This is an optimization exercise on Yosys and OpenROAD, whose aim is small area, not a production implementation.
In this exercise RTL edits were held to simulation tests only and were not proved equivalent to the original.
No activity file was given, so power comes from the tool's default toggle rates.

// ack_retry_pending_table
module ack_retry_pending_table (
  input  logic        clk,
  input  logic        rst_n,
  input  logic        in_valid,
  output logic        in_ready,
  input  logic [1:0]  in_req_type,
  input  logic [31:0] in_now_ms,
  input  logic [7:0]  in_dest_addr,
  input  logic [7:0]  in_packet_kind,
  input  logic [7:0]  in_ack_seq,
  input  logic [7:0]  in_ack_source,
  output logic        out_valid,
  input  logic        out_ready,
  output logic [2:0]  out_event,
  output logic [2:0]  out_slot,
  output logic [7:0]  out_seq,
  output logic [7:0]  out_peer_addr,
  output logic [7:0]  out_kind,
  output logic [3:0]  out_retry_count,
  output logic        out_ack_needed,
  output logic [31:0] out_lost_total,
  output logic        out_last,
  input  logic        cfg_we,
  input  logic [2:0]  cfg_idx,
  input  logic [15:0] cfg_wdata
);
export LEC_CHECK = 0
export CAP_MARGIN = 20
export CORE_MARGIN = 2
export CORE_UTILIZATION = 70
export CTS_BUF_LIST = sky130_fd_sc_hd__clkbuf_8
export CTS_CLUSTER_DIAMETER = 50
export CTS_CLUSTER_SIZE = 18
export SLEW_MARGIN = 20
create_clock -name core_clock -period 10.0 [get_ports {clk}]
standard.sh (not shown) runs the stock make flow with config.mk's settings and CLKGATE_MAP_FILE= SYNTH_SCRIPT=/design/flow/synth_recipe.tcl, a recipe that flattens the netlist after the stock synthesis.
==> flow/flow/run.sh <==
#!/bin/bash
# Own flow: the standard layout, with the port buffers made of the
# smallest buffer cell instead of the one buffer_ports picks by itself.
set -euo pipefail
export BUFFER_PORTS_ARGS="-buffer_cell sky130_fd_sc_hd__buf_1"
bash standard.sh > standard_flow.log 2>&1
Rerun with:
- CORE_UTILIZATION: 70 -> 60
- CTS_BUF_LIST: sky130_fd_sc_hd__clkbuf_8 -> sky130_fd_sc_hd__clkbuf_16
- CTS_CLUSTER_DIAMETER: 50 -> 100
- CTS_CLUSTER_SIZE: 18 -> 25
Effect:
- The new run went through all stages and came out clean
- final cell count went up slightly
- flip-flop and latch count does not change
- die area climbs by about a fifth
- final area increases slightly
- critical path depth does not change
- wire length fell by a few percent
- via count is lower by a few percent
- maximum frequency rises slightly
- synthesized area does not change
- first-iteration DRC count falls by about a fifth
Rerun with:
- CTS_BUF_LIST: sky130_fd_sc_hd__clkbuf_16 -> sky130_fd_sc_hd__clkbuf_8
- CTS_CLUSTER_DIAMETER: 100 -> 60
- CTS_CLUSTER_SIZE: 25 -> 16
Setup slack gets worse by 57 ps.
Area after synthesis stays the same.
Non-clock buffer count does not change.
Maximum frequency fell slightly.
Sequential share of layout area fell by 0.15 points.
Wire length stays flat.
Register-to-register slack gets worse by 40 ps.
Synthesized cell count is unchanged.
Final area hardly moves.
Via count rose slightly.

== run A ==
The RTL this note starts from:
==> flow/design.v <==
package artp_pkg;
  localparam int SLOTS_DEF = 8;
endpackage
module ack_retry_pending_table (
  input  logic        clk,
  input  logic        rst_n,
  input  logic        in_valid,
  output logic        in_ready,
  input  logic [1:0]  in_req_type,
  input  logic [31:0] in_now_ms,
  input  logic [7:0]  in_dest_addr,
  input  logic [7:0]  in_packet_kind,
  input  logic [7:0]  in_ack_seq,
  input  logic [7:0]  in_ack_source,
  output logic        out_valid,
  input  logic        out_ready,
  output logic [2:0]  out_event,
  output logic [2:0]  out_slot,
  output logic [7:0]  out_seq,
  output logic [7:0]  out_peer_addr,
  output logic [7:0]  out_kind,
  output logic [3:0]  out_retry_count,
  output logic        out_ack_needed,
  output logic [31:0] out_lost_total,
  output logic        out_last,
  input  logic        cfg_we,
  input  logic [2:0]  cfg_idx,
  input  logic [15:0] cfg_wdata
);
  localparam logic [2:0] ST_IDLE = 3'd0, ST_MP = 3'd1, ST_T1 = 3'd2, ST_RS = 3'd3,
                        ST_ACC = 3'd4, ST_EMIT = 3'd5;
  logic        cfg_gw;
  logic [7:0]  cfg_own, cfg_bcast, cfg_dkind;
  logic [15:0] cfg_tmo;
  logic [3:0]  cfg_limit;
  always_ff @(posedge clk) begin
    if (!rst_n) begin
      cfg_gw    <= 1'b0;
      cfg_own   <= 8'd0;
      cfg_bcast <= 8'd255;
      cfg_dkind <= 8'd0;
      cfg_tmo   <= 16'd2000;
      cfg_limit <= 4'd3;
    end else if (cfg_we) begin
      case (cfg_idx)
        3'd0: cfg_gw    <= cfg_wdata[0];
        3'd1: cfg_own   <= cfg_wdata[7:0];
        3'd2: cfg_bcast <= cfg_wdata[7:0];
        3'd3: cfg_dkind <= cfg_wdata[7:0];
        3'd4: cfg_tmo   <= cfg_wdata;
        3'd5: cfg_limit <= cfg_wdata[3:0];
        default: ;
      endcase
    end
  end
  logic [2:0]   st;
  logic [6:0]   cyc;
  logic [7:0]   seq_r;
  logic [31:0]  loss_r;
  logic         found;       
  logic         blk;         
  logic         b_q, gt_q;   
  logic         to_hold;     
  logic [7:0]   v_q, m_q;
  logic [63:0]  dest_q, kind_q, seq_q;
  logic [31:0]  retr_q;
  logic [255:0] stamp_q;
  logic         ov, o_an;
  logic [2:0]   o_ev, o_slot;
  logic [7:0]   o_seq, o_peer, o_kind;
  logic [3:0]   o_retr;
  wire [2:0] head_slot = cyc[2:0];
  wire [3:0] dig    = cyc[3:0];
  wire [1:0] now_d  = in_now_ms[2*dig +: 2];
  wire [1:0] tmo_d  = cyc[3] ? 2'd0 : cfg_tmo[2*cyc[2:0] +: 2];
  wire [1:0] st_d   = stamp_q[1:0];
  wire       b_in   = (dig != 4'd0) && b_q;
  wire       gt_in  = (dig != 4'd0) && gt_q;
  wire [2:0] age_d  = {1'b0, now_d} - {1'b0, st_d} - {2'd0, b_in};
  wire       gt_out = (age_d[1:0] > tmo_d) || ((age_d[1:0] == tmo_d) && gt_in);
  always_ff @(posedge clk) begin
    b_q  <= age_d[2];
    gt_q <= gt_out;
    if (dig == 4'd15) to_hold <= gt_out;
  end
  wire        e_v    = v_q[0];
  wire        e_m    = m_q[0];
  wire [7:0]  e_dest = dest_q[7:0];
  wire [7:0]  e_kind = kind_q[7:0];
  wire [7:0]  e_seq  = seq_q[7:0];
  wire [3:0]  e_retr = retr_q[3:0];
  wire gwk    = cfg_gw && (e_kind == cfg_dkind);
  wire is_bc  = (e_dest == cfg_bcast);
  wire for_us = (in_dest_addr == cfg_own) || (in_dest_addr == cfg_bcast);
  wire r_lt   = (e_retr < cfg_limit);
  wire apply  = (cyc[6:4] == head_slot + 3'd1) && !cyc[3] &&
                (((st == ST_T1) && (cyc[6:4] != 3'd0)) ||
                 ((st == ST_RS) && (cyc[6:4] == 3'd0) && (in_req_type == 2'd2)));
  wire mp     = (st == ST_MP);
  wire wr_new = mp && (in_req_type == 2'd0) && !e_v && !found;
  wire a_hit  = mp && (in_req_type == 2'd1) && e_v && for_us && (e_seq == in_ack_seq);
  wire tk     = apply && e_v;
  wire t_send = tk && gwk;
  wire t_bc   = tk && !gwk && is_bc;
  wire t_to   = tk && !gwk && !is_bc && to_hold;
  wire t_retx = t_to && r_lt;
  wire t_fail = t_to && !r_lt;
  logic q_ack;
  wire  q_tick = o_ev[2];
  wire  q_add  = !o_ev[2] && !q_ack;
  wire out_free = !ov || out_ready;
  wire any_m    = |m_q;
  wire others   = |m_q[7:1];
  wire acc_fire = (st == ST_ACC) && in_valid && !ov;
  wire emit_ld  = (st == ST_EMIT) && e_m && !blk && out_free;
  wire fail_ld  = emit_ld && q_tick && !e_v && !gwk;
  assign in_ready = (st == ST_ACC) && !ov;
  wire        v_new    = wr_new || (e_v && !(a_hit || t_send || t_bc || t_fail));
  wire        m_new    = (mp || apply) ? (wr_new || a_hit || t_send || t_to) : (e_m && !emit_ld);
  wire [3:0]  retr_new = wr_new ? 4'd0 : (t_retx ? e_retr + 4'd1 : e_retr);
  wire [7:0]  dest_new = wr_new ? in_dest_addr   : e_dest;
  wire [7:0]  kind_new = wr_new ? in_packet_kind : e_kind;
  wire [7:0]  seq_new  = wr_new ? seq_r          : e_seq;
  wire [7:0]  vm       = v_q & m_q;
  wire [2:0]  rs_pos   = cyc[6:4] - head_slot;
  wire        restamp  = (st == ST_RS) && vm[rs_pos];
  wire [1:0]  stmp_new = restamp ? now_d : st_d;
  always_ff @(posedge clk) begin
    v_q     <= rst_n ? {v_new, v_q[7:1]} : 8'd0;
    m_q     <= {m_new, m_q[7:1]};
    dest_q  <= {dest_new, dest_q[63:8]};
    kind_q  <= {kind_new, kind_q[63:8]};
    seq_q   <= {seq_new, seq_q[63:8]};
    retr_q  <= {retr_new, retr_q[31:4]};
    stamp_q <= {stmp_new, stamp_q[255:2]};
  end
  logic [8:0]  seq_t;
  logic [32:0] loss_t;
  assign seq_t[0]  = wr_new;
  assign loss_t[0] = fail_ld;
  for (genvar i = 0; i < 8; i++)  assign seq_t[i+1]  = seq_t[i] & seq_r[i];
  for (genvar i = 0; i < 32; i++) assign loss_t[i+1] = loss_t[i] & loss_r[i];
  always_ff @(posedge clk) begin
    if (!rst_n) begin
      st     <= ST_IDLE;
      cyc    <= 7'd0;
      seq_r  <= 8'd0;
      loss_r <= 32'd0;
      ov     <= 1'b0;
    end else begin
      cyc <= cyc + 7'd1;
      seq_r  <= seq_r ^ seq_t[7:0];
      loss_r <= loss_r ^ loss_t[31:0];
      case (st)
        ST_IDLE: if (in_valid && !ov) begin
          case (in_req_type)
            2'd0:    if (cyc == 7'd119)     st <= ST_MP;
            2'd2:    if (cyc == 7'd127)     st <= ST_T1;
            default: if (head_slot == 3'd7) st <= ST_MP;   
          endcase
        end
        ST_MP:   if (head_slot == 3'd7) st <= (in_req_type == 2'd0) ? ST_RS : ST_ACC;
        ST_T1:   if (cyc == 7'd127) st <= ST_RS;
        ST_RS:   if (cyc == 7'd127) st <= ST_ACC;
        ST_ACC:  if (acc_fire) st <= any_m ? ST_EMIT : ST_IDLE;
        default: if (emit_ld && !others) st <= ST_IDLE;
      endcase
      if (acc_fire)       ov <= !any_m;
      else if (emit_ld)   ov <= 1'b1;
      else if (out_ready) ov <= 1'b0;
    end
  end
  always_ff @(posedge clk) begin
    found <= (st == ST_IDLE) ? 1'b0 : (found || wr_new);
    if (head_slot == 3'd7)     blk <= 1'b0;
    else if (acc_fire)         blk <= 1'b1;
    else if (e_m && !out_free) blk <= 1'b1;
    if (acc_fire) q_ack <= (in_req_type == 2'd1);
  end
  always_ff @(posedge clk) begin
    if (acc_fire) begin
      o_ev   <= (in_req_type == 2'd0) ? 3'd1 : (in_req_type == 2'd1) ? 3'd3 : 3'd7;
      o_slot <= 3'd0;
      o_seq  <= (in_req_type == 2'd1) ? in_ack_seq : 8'd0;
      o_peer <= (in_req_type == 2'd1) ? in_ack_source :
                (in_req_type == 2'd0) ? in_dest_addr : 8'd0;
      o_kind <= 8'd0;
      o_retr <= 4'd0;
      o_an   <= 1'b0;
    end else if (emit_ld) begin
      o_ev   <= q_add ? 3'd0 : q_ack ? 3'd2 :
                e_v ? 3'd5 : (gwk ? 3'd4 : 3'd6);
      o_slot <= head_slot;
      o_seq  <= e_seq;
      if (q_tick) o_peer <= e_dest;
      o_kind <= e_kind;
      o_retr <= e_retr;
      o_an   <= q_add && !cfg_gw && !is_bc;
    end
  end
  assign out_valid       = ov;
  assign out_event       = o_ev;
  assign out_slot        = o_slot;
  assign out_seq         = o_seq;
  assign out_peer_addr   = o_peer;
  assign out_kind        = o_kind;
  assign out_retry_count = o_retr;
  assign out_ack_needed  = o_an;
  assign out_lost_total  = loss_r;
  assign out_last        = !any_m;
endmodule
export LEC_CHECK = 0
export CAP_MARGIN = 20
export CORE_MARGIN = 2
export CORE_UTILIZATION = 60
export CTS_BUF_LIST = sky130_fd_sc_hd__clkbuf_16
export CTS_CLUSTER_DIAMETER = 80
export CTS_CLUSTER_SIZE = 28
export SLEW_MARGIN = 20
create_clock -name core_clock -period 10.0 [get_ports {clk}]
==> flow/flow/run.sh <==
#!/bin/bash
# Own flow: the standard layout with two changes in how it is made:
#  - the synthesis maps the logic with an area-oriented ABC script
#    (flow/area.abc); reading, flip-flop mapping, flattening and renaming are
#    the standard synthesis unchanged, so the registers are the same;
#  - the port buffers are the smallest buffer cell, not the one buffer_ports
#    picks by itself.
set -euo pipefail
here=$(pwd)
export BUFFER_PORTS_ARGS="-buffer_cell sky130_fd_sc_hd__buf_1"
export MY_ABC_SCRIPT="$here/flow/area.abc"
{ cat flow/abc_hook.tcl; cat synth_recipe.tcl; } > my_synth.tcl
sed "s#/synth_recipe.tcl#/my_synth.tcl#" standard.sh > my_standard.sh
grep -q my_synth.tcl my_standard.sh
bash my_standard.sh > standard_flow.log 2>&1
==> flow/flow/abc_hook.tcl <==
# Makes the synthesis map its logic with the ABC script in MY_ABC_SCRIPT instead
# of the one ORFS picks; nothing else of the synthesis changes.
proc my_fix_abc {args} {
  set i [lsearch -exact $::abc_args -script]
  if { $i >= 0 } {
    set ::abc_args [lreplace $::abc_args [expr {$i + 1}] [expr {$i + 1}] $::env(MY_ABC_SCRIPT)]
  }
}
trace add variable ::abc_args write my_fix_abc
==> flow/flow/area.abc <==
strash
&get -n
&fraig -x
&put
scorr
dc2
strash
dch -f
amap -F 4 -A 4
topo
strash
dch -f
amap -F 4 -A 4
--- input diff run A..run B ---
# run A
export LEC_CHECK = 0
export CAP_MARGIN = 20
export CORE_MARGIN = 2
export CORE_UTILIZATION = 60
export CTS_BUF_LIST = sky130_fd_sc_hd__clkbuf_16
export CTS_CLUSTER_DIAMETER = 80
export CTS_CLUSTER_SIZE = 28
export SLEW_MARGIN = 20
create_clock -name core_clock -period 10.0 [get_ports {clk}]
# run B
export LEC_CHECK = 0
export CAP_MARGIN = 0
export CORE_MARGIN = 2
export CORE_UTILIZATION = 60
export CTS_BUF_LIST = sky130_fd_sc_hd__clkbuf_16
export CTS_CLUSTER_DIAMETER = 80
export CTS_CLUSTER_SIZE = 28
export SLEW_MARGIN = 0
create_clock -name core_clock -period 10.0 [get_ports {clk}]
--- a/flow/flow/area.abc
+++ b/flow/flow/area.abc
@@ -9 +9 @@
-amap -F 4 -A 4
+amap
@@ -13 +13 @@
-amap -F 4 -A 4
+amap
==> run summary <==
- The lower non-clock buffer count came out of run A.
- Summary: with run A as the reference, cell area in run B moved up slightly.
- Taking run A as the reference, in run B clock share of power now sits higher; detailed-route via count now sits higher; number of global-route vias before repair climbed 68.
Changes in run C relative to run B:
# run B
export LEC_CHECK = 0
export CAP_MARGIN = 0
export CORE_MARGIN = 2
export CORE_UTILIZATION = 60
export CTS_BUF_LIST = sky130_fd_sc_hd__clkbuf_16
export CTS_CLUSTER_DIAMETER = 80
export CTS_CLUSTER_SIZE = 28
export SLEW_MARGIN = 0
create_clock -name core_clock -period 10.0 [get_ports {clk}]
# run C
export LEC_CHECK = 0
export CAP_MARGIN = 20
export CORE_MARGIN = 2
export CORE_UTILIZATION = 60
export CTS_BUF_LIST = sky130_fd_sc_hd__clkbuf_16
export CTS_CLUSTER_DIAMETER = 80
export CTS_CLUSTER_SIZE = 28
export GPL_TIMING_DRIVEN = 0
export SLEW_MARGIN = 20
create_clock -name core_clock -period 10.0 [get_ports {clk}]
Run B: flow completed, timing, DRC and antenna clean
Looking at the reports, run C completed the entire flow and the layout it produced met the timing, DRC and antenna checks.
Critical path depth | run C above run B
Run C ended up with nand4_1 as its slowest library cell on the worst path; run B ended up with ha_1.
Final non-filler cell area essentially unchanged between run B and run C.
Cell count of run C falls short of that of run B slightly.
For the transition time at the pin with the least slew margin, run C came in 20 ps lower than run B did.

afterwards: timing with drivers on the ports:
In the flow no input, the clock included, has a driving cell. The finished layouts below were timed again as built, in two steps. Step 1: set_driving_cell puts a clkbuf_16 on clk and a buf_2 on each other input, an assumption about the parent block. Step 2 also shifts input and output timing later by t, the mid clock arrival at the registers, as if the neighbouring blocks saw the same clock. a / b / c = ideal ports / drivers / drivers and shift; a / b = the first two.
| run | t, ns | setup slack, ns | worst setup path at the end | slew at the worst register clock pin (ns) | pins driven straight from the clock port |
|---|---|---|---|---|---|
| the first run of note 1 | 0.609 | 1.721 / 1.743 / 1.134 | input to register | 0.11 / 0.11 | 1 |
| the second run of note 1 | 0.633 | 1.781 / 1.812 / 1.179 | input to register | 0.11 / 0.11 | 1 |
| the third run of note 1 | 0.615 | 1.724 / 1.748 / 1.133 | input to register | 0.10 / 0.10 | 1 |
| run A | 0.610 | 2.062 / 2.082 / 1.472 | input to register | 0.10 / 0.10 | 1 |
| run B | 0.611 | 2.217 / 2.236 / 1.626 | input to register | 0.11 / 0.11 | 1 |
| run C | 0.631 | 1.664 / 1.679 / 1.049 | input to register | 0.11 / 0.11 | 1 |
After both steps setup and hold are still met in every run listed. For run C, which loses most, drivers alone change the setup slack by +0.015 ns; drivers and shift together by -0.615 ns.
